Source: an optimization exercise on an open RTL-to-GDS flow (aim: small area). Production flows keep margins and buffers that such runs may drop.
Only simulation tests tie the RTL to the original design; equivalence was not proved.
Power and IR drop assume default switching activity.

==> inputs of run a <==
==> flow/design.v <==
module featuremap_streamer #(
  parameter int DATA_WIDTH = 24,
  parameter int IMG_W      = 12,
  parameter int IMG_H      = 12
) (
  input  logic                  clk,
  input  logic                  rst,
  input  logic                  wr_en,
  input  logic [DATA_WIDTH-1:0] wr_data,
  input  logic                  clr,
  input  logic                  start,
  output logic [DATA_WIDTH-1:0] data_out,
  output logic                  valid_out,
  output logic                  done,
  output logic                  busy,
  output logic                  frame_ready,
  output logic                  err
);
  localparam int N = IMG_W * IMG_H;
  localparam int PW = IMG_W + 4;
  localparam int PH = IMG_H + 4;
  localparam int BEATS = PW * PH;
  localparam int CNTW  = $clog2(BEATS) > $clog2(N) ? $clog2(BEATS) : $clog2(N);
  localparam int CW    = $clog2(PW);
  logic [CNTW-1:0]         cnt_q;
  logic                    busy_q;
  logic                    valid_q;
  logic                    frame_ready_q;
  logic                    err_q;
  logic [N*DATA_WIDTH-1:0] sr_q;
  logic                    idle;
  logic                    we;
  logic                    last;
  logic                    lead_end;
  logic                    go;
  logic                    interior;
  logic                    shift;
  logic                    rot;
  logic [DATA_WIDTH-1:0]   tail;
  logic [DATA_WIDTH-1:0]   head;
  assign idle     = !busy_q;
  assign we       = idle && !clr && wr_en && !frame_ready_q;
  assign last     = (cnt_q == CNTW'(BEATS - 1));
  assign lead_end = (cnt_q == {CNTW{1'b1}});
  assign go       = idle && start && frame_ready_q && !clr;
  logic [CNTW-CW-1:0] row;
  logic [CW-1:0]      col;
  assign row      = cnt_q[CNTW-1:CW];
  assign col      = cnt_q[CW-1:0];
  assign interior = (row >= (CNTW-CW)'(2)) && (row < (CNTW-CW)'(IMG_H + 2)) &&
                    (col >= CW'(2)) && (col < CW'(IMG_W + 2));
  assign tail  = sr_q[N*DATA_WIDTH-1 -: DATA_WIDTH];
  assign rot   = valid_q && interior;
  assign head  = data_out | (wr_data & {DATA_WIDTH{idle}});
  assign shift = we || rot;
  always_ff @(posedge clk) begin
    if (shift) sr_q <= {sr_q[(N-1)*DATA_WIDTH-1:0], head};
  end
  always_ff @(posedge clk or posedge rst) begin
    if (rst) begin
      cnt_q         <= '0;
      busy_q        <= 1'b0;
      valid_q       <= 1'b0;
      frame_ready_q <= 1'b0;
      err_q         <= 1'b0;
    end else begin
      if (busy_q) begin
        if (wr_en) err_q <= 1'b1;
        cnt_q <= cnt_q + CNTW'(1);
        if (valid_q) begin
          if (last) begin
            valid_q <= 1'b0;
            busy_q  <= 1'b0;
          end
        end else if (lead_end) begin
          valid_q <= 1'b1;
        end
      end else if (clr) begin
        cnt_q         <= '0;
        frame_ready_q <= 1'b0;
        err_q         <= 1'b0;
      end else begin
        if (wr_en) begin
          if (frame_ready_q) begin
            err_q <= 1'b1;
          end else begin
            cnt_q <= cnt_q + CNTW'(1);
            if (cnt_q == CNTW'(N - 1)) frame_ready_q <= 1'b1;
          end
        end
        if (go) begin
          busy_q <= 1'b1;
          cnt_q  <= {{(CNTW-1){1'b1}}, 1'b0};
        end
      end
    end
  end
  assign data_out    = rot ? tail : '0;
  assign valid_out   = valid_q;
  assign done        = valid_q && last;
  assign busy        = busy_q;
  assign frame_ready = frame_ready_q;
  assign err         = err_q;
endmodule
==> flow/flow/run.sh <==
#!/bin/bash
# Standard layout, except: the enable net of the frame register gets a one-level buffer tree
# (flow/enable_tree.tcl, run after the placement resize), the clock tree is built without dummy
# loads from clkbuf_8 clusters, and the port buffers use the smallest buffer cell.
set -euo pipefail
here=$(pwd)
bash standard.sh \
  'CTS_ARGS=-sink_clustering_enable -repair_clock_nets -dont_use_dummy_load -buf_list sky130_fd_sc_hd__clkbuf_8 -sink_clustering_size 20 -sink_clustering_max_diameter 80' \
  'BUFFER_PORTS_ARGS=-buffer_cell sky130_fd_sc_hd__buf_1' \
  "POST_RESIZE_TCL=$here/flow/enable_tree.tcl" \
  finish > standard.log 2>&1
==> flow/flow/enable_tree.tcl <==
# Rebuild the buffer tree on the flip-flop enable net as one level of K buffers, each driving the
# enable pins of one cluster of flip-flops, in place of the deeper tree repair_design builds.
proc et_is_buffer { inst } {
  set m [[$inst getMaster] getName]
  return [regexp {^sky130_fd_sc_hd__(buf|clkbuf)_[0-9]+$} $m]
}
set et_k 16
set et_cell sky130_fd_sc_hd__buf_16
set block [ord::get_db_block]
# The enable pins: DE of every enable flip-flop.
set de_pins {}
foreach inst [$block getInsts] {
  if { [[$inst getMaster] getName] eq "sky130_fd_sc_hd__edfxtp_1" } {
    lappend de_pins [$inst findITerm DE]
  }
}
puts "enable_tree: [llength $de_pins] enable pins"
# Walk back from each enable pin through buffers to the net driven by logic.
set bufs [dict create]
set roots [dict create]
foreach it $de_pins {
  set net [$it getNet]
  while { 1 } {
    set drv ""
    foreach t [$net getITerms] { if { [$t isOutputSignal] } { set drv $t } }
    if { $drv eq "" } { break }
    set di [$drv getInst]
    if { ![et_is_buffer $di] } { break }
    dict set bufs [$di getName] 1
    set net [[$di findITerm A] getNet]
  }
  dict set roots [$net getName] 1
}
puts "enable_tree: roots [dict keys $roots], [dict size $bufs] buffers"
if { [dict size $roots] == 1 && [dict size $bufs] > 0 } {
  remove_buffers {*}[dict keys $bufs]
  set root [lindex [dict keys $roots] 0]
  # Cluster the pins on the root net: sort by y into bands, then each band by x.
  set pts {}
  foreach it $de_pins {
    set inst [$it getInst]
    set bb [$inst getBBox]
    lappend pts [list [expr {([$bb xMin] + [$bb xMax]) / 2}] [expr {([$bb yMin] + [$bb yMax]) / 2}] [$inst getName]]
  }
  set n [llength $pts]
  set nb [expr { int(sqrt($et_k)) }]
  set nx [expr { $et_k / $nb }]
  set pts [lsort -integer -index 1 $pts]
  set per_band [expr { ($n + $nb - 1) / $nb }]
  set idx 0
  for { set b 0 } { $b < $nb } { incr b } {
    set band [lsort -integer -index 0 [lrange $pts [expr {$b * $per_band}] [expr {($b + 1) * $per_band - 1}]]]
    set m [llength $band]
    set per [expr { ($m + $nx - 1) / $nx }]
    for { set c 0 } { $c < $nx } { incr c } {
      set grp [lrange $band [expr {$c * $per}] [expr {($c + 1) * $per - 1}]]
      if { [llength $grp] == 0 } { continue }
      set sx 0; set sy 0; set pins {}
      foreach p $grp {
        set sx [expr {$sx + [lindex $p 0]}]
        set sy [expr {$sy + [lindex $p 1]}]
        lappend pins [get_pins "[lindex $p 2]/DE"]
      }
      set dbu [$block getDbUnitsPerMicron]
      set cx [expr {double($sx) / [llength $grp] / $dbu}]
      set cy [expr {double($sy) / [llength $grp] / $dbu}]
      insert_buffer -buffer_cell $et_cell -net [get_nets $root] -load_pins $pins \
        -location [list $cx $cy] -buffer_name "enbuf_$idx" -net_name "enbuf_net_$idx"
      incr idx
    }
  }
  puts "enable_tree: inserted $idx $et_cell buffers on $root"
  estimate_parasitics -placement
  repair_design -verbose
}
==> flow/standard.sh <==
#!/bin/bash
# synth_recipe.tcl (not shown) runs the flow's synth.tcl, then flattens the netlist and writes it again
# the make line also repeats each setting of config.mk as NAME=value (left out here)
make -C /OpenROAD-flow-scripts/flow DESIGN_CONFIG=/design/flow/config.mk WORK_HOME=/design/flow/orfs CLKGATE_MAP_FILE= SYNTH_SCRIPT=/design/flow/synth_recipe.tcl "${@:-finish}"
==> flow/config.mk <==
export PLATFORM = sky130hd
export DESIGN_NAME = featuremap_streamer
export DESIGN_NICKNAME = featuremap_streamer
export VERILOG_FILES = /design/flow/design.v
export SDC_FILE = /design/flow/constraint.sdc
export NUM_CORES = 4
export LEC_CHECK = 0
export ABC_CLOCK_PERIOD_IN_PS = 20000
export CAP_MARGIN = 20
export CORE_MARGIN = 2
export CORE_UTILIZATION = 45
export PLACE_DENSITY = 0.6
export SLEW_MARGIN = 20
==> flow/constraint.sdc <==
create_clock -name core_clock -period 5.0 [get_ports {clk}]
set_input_delay 1.0000 -clock core_clock [delete_from_list [all_inputs] [get_ports {clk}]]
set_output_delay 1.0000 -clock core_clock [all_outputs]
set_load 0.01 [all_outputs]
==> run b (differences from run a) <==
--- a/flow/design.v
+++ b/flow/design.v
@@ -35,7 +35,6 @@
   logic                    go;
   logic                    interior;
   logic                    shift;
-  logic                    rot;
   logic [DATA_WIDTH-1:0]   tail;
   logic [DATA_WIDTH-1:0]   head;
   assign idle     = !busy_q;
@@ -50,9 +49,8 @@
   assign interior = (row >= (CNTW-CW)'(2)) && (row < (CNTW-CW)'(IMG_H + 2)) &&
                     (col >= CW'(2)) && (col < CW'(IMG_W + 2));
   assign tail  = sr_q[N*DATA_WIDTH-1 -: DATA_WIDTH];
-  assign rot   = valid_q && interior;
-  assign head  = data_out | (wr_data & {DATA_WIDTH{idle}});
-  assign shift = we || rot;
+  assign head  = busy_q ? tail : wr_data;
+  assign shift = we || (valid_q && interior);
   always_ff @(posedge clk) begin
     if (shift) sr_q <= {sr_q[(N-1)*DATA_WIDTH-1:0], head};
   end
@@ -95,7 +93,7 @@
       end
     end
   end
-  assign data_out    = rot ? tail : '0;
+  assign data_out    = (valid_q && interior) ? tail : '0;
   assign valid_out   = valid_q;
   assign done        = valid_q && last;
   assign busy        = busy_q;
==> flow/run.sh (new file) <==
#!/bin/bash
# synth_recipe.tcl (not shown) runs the flow's synth.tcl, then flattens the netlist and writes it again
# the make line also repeats each setting of config.mk as NAME=value (left out here)
make -C /OpenROAD-flow-scripts/flow DESIGN_CONFIG=/design/flow/config.mk WORK_HOME=/design/flow/orfs CLKGATE_MAP_FILE= SYNTH_SCRIPT=/design/flow/synth_recipe.tcl finish
==> flow/config.mk (replaced) <==
export PLATFORM = sky130hd
export DESIGN_NAME = featuremap_streamer
export DESIGN_NICKNAME = featuremap_streamer
export VERILOG_FILES = /design/flow/design.v
export SDC_FILE = /design/flow/constraint.sdc
export NUM_CORES = 4
export LEC_CHECK = 0
export CAP_MARGIN = 0
export CORE_MARGIN = 2
export CORE_UTILIZATION = 45
export CTS_BUF_LIST = sky130_fd_sc_hd__clkbuf_16
export CTS_CLUSTER_DIAMETER = 60
export CTS_CLUSTER_SIZE = 32
export PLACE_DENSITY = 0.6
export SLEW_MARGIN = 0
removed: flow/flow/run.sh
removed: flow/flow/enable_tree.tcl
removed: flow/standard.sh
==> run notes <==
                                                       run b       run a
Power in sequential cells                           41100 uW    41700 uW
Highest cell delay on the worst timing path          0.48 ns     0.47 ns
CP startpoint                                       cnt_q[0]    cnt_q[1]
Met1 routing resource usage after global routing       16.6%       17.1%
Setup slack, reg-to-reg                              2.01 ns     1.98 ns
Highest attainable clock frequency                 0.256 GHz   0.255 GHz
Pwr per Cell Area                                 558 mW/mm2  530 mW/mm2
Dpl cell area                                      0.110 mm2   0.109 mm2
Total Wirelength                                   124000 um   124000 um
Met3 Usage GRT                                         2.16%       2.11%
Post-synthesis compound-gate area fraction            0.173%      0.359%
Cell count of the worst hold path                          0           2
Worst Path Max Fanout                                     25          48
Initial Util                                           45.2%       45.2%
Die span in x                                         487 um      487 um
Endpoint of the worst register-to-register path   sr_q[3130]    sr_q[25]
Power in the clock group                            17100 uW    11100 uW
Sum of internal, switching and leakage power        65000 uW    59400 uW
Run status                  no timing/DRC/antenna violations  no timing/DRC/antenna violations

========
==> build 56: inputs <==
// featuremap_streamer: RTL as listed in full above, without the edits since
clock: 5.0 ns
lec_check: 0
cap_margin: 20
core_margin: 2
core_utilization: 45
place_density: 0.6
slew_margin: 20
standard.sh (not shown) runs the stock make flow with config.mk's settings and CLKGATE_MAP_FILE= SYNTH_SCRIPT=/design/flow/synth_recipe.tcl, a recipe that flattens the netlist after the stock synthesis.
==> flow/flow/run.sh <==
#!/bin/bash
# Standard layout, except: the enable net of the frame register gets a one-level buffer tree
# (flow/enable_tree.tcl, run after the placement resize), the clock tree is built without dummy
# loads from clkbuf_8 clusters, and the port buffers use the smallest buffer cell.
set -euo pipefail
here=$(pwd)
bash standard.sh \
  'CTS_ARGS=-sink_clustering_enable -repair_clock_nets -dont_use_dummy_load -buf_list sky130_fd_sc_hd__clkbuf_8 -sink_clustering_size 20 -sink_clustering_max_diameter 80' \
  'BUFFER_PORTS_ARGS=-buffer_cell sky130_fd_sc_hd__buf_1' \
  "POST_RESIZE_TCL=$here/flow/enable_tree.tcl" \
  finish > standard.log 2>&1
==> flow/flow/enable_tree.tcl <==
# Rebuild the buffer tree on the flip-flop enable net as one level of K buffers, each driving the
# enable pins of one cluster of flip-flops, in place of the deeper tree repair_design builds.
proc et_is_buffer { inst } {
  set m [[$inst getMaster] getName]
  return [regexp {^sky130_fd_sc_hd__(buf|clkbuf)_[0-9]+$} $m]
}
set et_k 20
set et_cell sky130_fd_sc_hd__buf_12
set block [ord::get_db_block]
# The enable pins: DE of every enable flip-flop.
set de_pins {}
foreach inst [$block getInsts] {
  if { [[$inst getMaster] getName] eq "sky130_fd_sc_hd__edfxtp_1" } {
    lappend de_pins [$inst findITerm DE]
  }
}
puts "enable_tree: [llength $de_pins] enable pins"
# Walk back from each enable pin through buffers to the net driven by logic.
set bufs [dict create]
set roots [dict create]
foreach it $de_pins {
  set net [$it getNet]
  while { 1 } {
    set drv ""
    foreach t [$net getITerms] { if { [$t isOutputSignal] } { set drv $t } }
    if { $drv eq "" } { break }
    set di [$drv getInst]
    if { ![et_is_buffer $di] } { break }
    dict set bufs [$di getName] 1
    set net [[$di findITerm A] getNet]
  }
  dict set roots [$net getName] 1
}
puts "enable_tree: roots [dict keys $roots], [dict size $bufs] buffers"
if { [dict size $roots] == 1 && [dict size $bufs] > 0 } {
  remove_buffers {*}[dict keys $bufs]
  set root [lindex [dict keys $roots] 0]
  # Cluster the pins on the root net: sort by y into bands, then each band by x.
  set pts {}
  foreach it $de_pins {
    set inst [$it getInst]
    set bb [$inst getBBox]
    lappend pts [list [expr {([$bb xMin] + [$bb xMax]) / 2}] [expr {([$bb yMin] + [$bb yMax]) / 2}] [$inst getName]]
  }
  set n [llength $pts]
  set nb [expr { int(sqrt($et_k)) }]
  set nx [expr { $et_k / $nb }]
  set pts [lsort -integer -index 1 $pts]
  set per_band [expr { ($n + $nb - 1) / $nb }]
  set idx 0
  for { set b 0 } { $b < $nb } { incr b } {
    set band [lsort -integer -index 0 [lrange $pts [expr {$b * $per_band}] [expr {($b + 1) * $per_band - 1}]]]
    set m [llength $band]
    set per [expr { ($m + $nx - 1) / $nx }]
    for { set c 0 } { $c < $nx } { incr c } {
      set grp [lrange $band [expr {$c * $per}] [expr {($c + 1) * $per - 1}]]
      if { [llength $grp] == 0 } { continue }
      set sx 0; set sy 0; set pins {}
      foreach p $grp {
        set sx [expr {$sx + [lindex $p 0]}]
        set sy [expr {$sy + [lindex $p 1]}]
        lappend pins [get_pins "[lindex $p 2]/DE"]
      }
      set dbu [$block getDbUnitsPerMicron]
      set cx [expr {double($sx) / [llength $grp] / $dbu}]
      set cy [expr {double($sy) / [llength $grp] / $dbu}]
      insert_buffer -buffer_cell $et_cell -net [get_nets $root] -load_pins $pins \
        -location [list $cx $cy] -buffer_name "enbuf_$idx" -net_name "enbuf_net_$idx"
      incr idx
    }
  }
  puts "enable_tree: inserted $idx $et_cell buffers on $root"
  estimate_parasitics -placement
  repair_design -verbose
}
==> inputs of trial 41, as changes to build 56 <==
--- a/flow/design.v
+++ b/flow/design.v
@@ -37,3 +37,2 @@
   logic                    shift;
-  logic                    rot;
   logic [DATA_WIDTH-1:0]   tail;
@@ -52,5 +51,4 @@
   assign tail  = sr_q[N*DATA_WIDTH-1 -: DATA_WIDTH];
-  assign rot   = valid_q && interior;
-  assign head  = data_out | (wr_data & {DATA_WIDTH{idle}});
-  assign shift = we || rot;
+  assign head  = busy_q ? tail : wr_data;
+  assign shift = we || (valid_q && interior);
   always_ff @(posedge clk) begin
@@ -97,3 +95,3 @@
   end
-  assign data_out    = rot ? tail : '0;
+  assign data_out    = (valid_q && interior) ? tail : '0;
   assign valid_out   = valid_q;
==> flow/run.sh (new file) <==
#!/bin/bash
# synth_recipe.tcl (not shown) runs the flow's synth.tcl, then flattens the netlist and writes it again
# the make line also repeats each setting of config.mk as NAME=value (left out here)
make -C /OpenROAD-flow-scripts/flow DESIGN_CONFIG=/design/flow/config.mk WORK_HOME=/design/flow/orfs CLKGATE_MAP_FILE= SYNTH_SCRIPT=/design/flow/synth_recipe.tcl finish
removed: flow/flow/run.sh
removed: flow/flow/enable_tree.tcl
removed: flow/standard.sh
==> inputs of build 57, as changes to build 56 <==
--- a/flow/design.v
+++ b/flow/design.v
@@ -37,3 +37,2 @@
   logic                    shift;
-  logic                    rot;
   logic [DATA_WIDTH-1:0]   tail;
@@ -52,5 +51,4 @@
   assign tail  = sr_q[N*DATA_WIDTH-1 -: DATA_WIDTH];
-  assign rot   = valid_q && interior;
-  assign head  = data_out | (wr_data & {DATA_WIDTH{idle}});
-  assign shift = we || rot;
+  assign head  = busy_q ? tail : wr_data;
+  assign shift = we || (valid_q && interior);
   always_ff @(posedge clk) begin
@@ -97,3 +95,3 @@
   end
-  assign data_out    = rot ? tail : '0;
+  assign data_out    = (valid_q && interior) ? tail : '0;
   assign valid_out   = valid_q;
==> flow/flow/run.sh (replaced) <==
#!/bin/bash
# Standard layout, with the clock tree built without dummy loads from clkbuf_8 leaf clusters,
# and the port buffers made with the smallest buffer cell.
set -euo pipefail
bash standard.sh \
  'CTS_ARGS=-sink_clustering_enable -repair_clock_nets -dont_use_dummy_load -buf_list sky130_fd_sc_hd__clkbuf_8 -sink_clustering_size 20 -sink_clustering_max_diameter 80' \
  'BUFFER_PORTS_ARGS=-buffer_cell sky130_fd_sc_hd__buf_1' \
  finish > standard.log 2>&1
--- a/flow/config.mk
+++ b/flow/config.mk
@@ -7,3 +7,3 @@
 export LEC_CHECK = 0
-export CAP_MARGIN = 20
+export CAP_MARGIN = 0
 export CORE_MARGIN = 2
@@ -11,2 +11,2 @@
 export PLACE_DENSITY = 0.6
-export SLEW_MARGIN = 20
+export SLEW_MARGIN = 0
removed: flow/flow/enable_tree.tcl
==> inputs of build 73, as changes to build 56 <==
--- a/flow/design.v
+++ b/flow/design.v
@@ -37,3 +37,2 @@
   logic                    shift;
-  logic                    rot;
   logic [DATA_WIDTH-1:0]   tail;
@@ -52,5 +51,4 @@
   assign tail  = sr_q[N*DATA_WIDTH-1 -: DATA_WIDTH];
-  assign rot   = valid_q && interior;
-  assign head  = data_out | (wr_data & {DATA_WIDTH{idle}});
-  assign shift = we || rot;
+  assign head  = busy_q ? tail : wr_data;
+  assign shift = we || (valid_q && interior);
   always_ff @(posedge clk) begin
@@ -97,3 +95,3 @@
   end
-  assign data_out    = rot ? tail : '0;
+  assign data_out    = (valid_q && interior) ? tail : '0;
   assign valid_out   = valid_q;
--- a/flow/flow/enable_tree.tcl
+++ b/flow/flow/enable_tree.tcl
@@ -6,4 +6,4 @@
 }
-set et_k 20
-set et_cell sky130_fd_sc_hd__buf_12
+set et_k 16
+set et_cell sky130_fd_sc_hd__buf_16
 set block [ord::get_db_block]
==> run notes <==
Worst-path cell with the longest stage delay: build 56 sky130_fd_sc_hd__dfrtp_1; build 73 sky130_fd_sc_hd__dfrtp_1; build 57 sky130_fd_sc_hd__dfrtp_1; trial 41 sky130_fd_sc_hd__clkdlybuf4s50_1
Post-layout worst setup margin: build 56 1.111 ns; build 73 1.388 ns; build 57 1.408 ns; trial 41 1.005 ns
Met3 layer usage reported by global route: build 56 0.02162; build 73 0.02157; build 57 0.02113; trial 41 0.02503
Reg2Reg Capture Point: build 56 sr_q[3218]; build 73 sr_q[1879]; build 57 sr_q[323]; trial 41 sr_q[3106]
Cell depth of the worst setup path: build 56 7; build 73 6; build 57 6; trial 41 7
GRT Overall Usage: build 56 0.1015; build 73 0.1008; build 57 0.1020; trial 41 0.1050
Min Clock Period, post-route: build 56 3.889 ns; build 73 3.612 ns; build 57 3.592 ns; trial 41 3.995 ns
Area share of the largest cell type after synthesis: build 56 0.9889; build 73 0.9886; build 57 0.9886; trial 41 0.9886
Starting Density: build 56 0.4518; build 73 0.4519; build 57 0.4519; trial 41 0.4519
PwrDens: build 56 529.3 nW/um2; build 73 524.8 nW/um2; build 57 524.3 nW/um2; trial 41 600.4 nW/um2
Number of buffers on the longest clock path: build 56 3; build 73 3; build 57 3; trial 41 4
Combinational power share: build 56 0.112; build 73 0.111; build 57 0.118; trial 41 0.095
Outcome: build 56 no timing/DRC/antenna violations; build 73 no timing/DRC/antenna violations; build 57 no timing/DRC/antenna violations; trial 41 no timing/DRC/antenna violations
Area growth from synthesis to layout: build 56 6.772%; build 73 6.825%; build 57 7.325%; trial 41 15.21%

[re-timing with driven ports]
Ports are ideal in the flow. The routed layouts listed here were re-timed in OpenROAD. Step 1 sets driving cells, clkbuf_16 on the clock port and buf_2 on the other inputs (assumed; they add their load-dependent delay and slew). Step 2 times the ports against the registers' clock, not the clock port: input delays grow and output delays shrink by t, the midpoint of the rising clock arrivals with the driver on. a / b / c = ideal ports / drivers / drivers and shift; a / b = the first two.
run	shift t [ns]	slack for setup (ns)	slew at the worst register clock pin (ns)
run a	0.995	1.076 / 0.998 / 1.693	0.12 / 0.12
run b	0.899	1.088 / 1.006 / 1.440	0.11 / 0.11
build 56	0.980	1.111 / 1.036 / 1.532	0.12 / 0.12
trial 41	0.976	1.005 / 0.920 / 1.422	0.07 / 0.07
build 57	0.968	1.408 / 1.325 / 1.708	0.12 / 0.12
build 73	0.991	1.388 / 1.307 / 1.689	0.12 / 0.12
After both steps setup and hold are still met in every run listed.
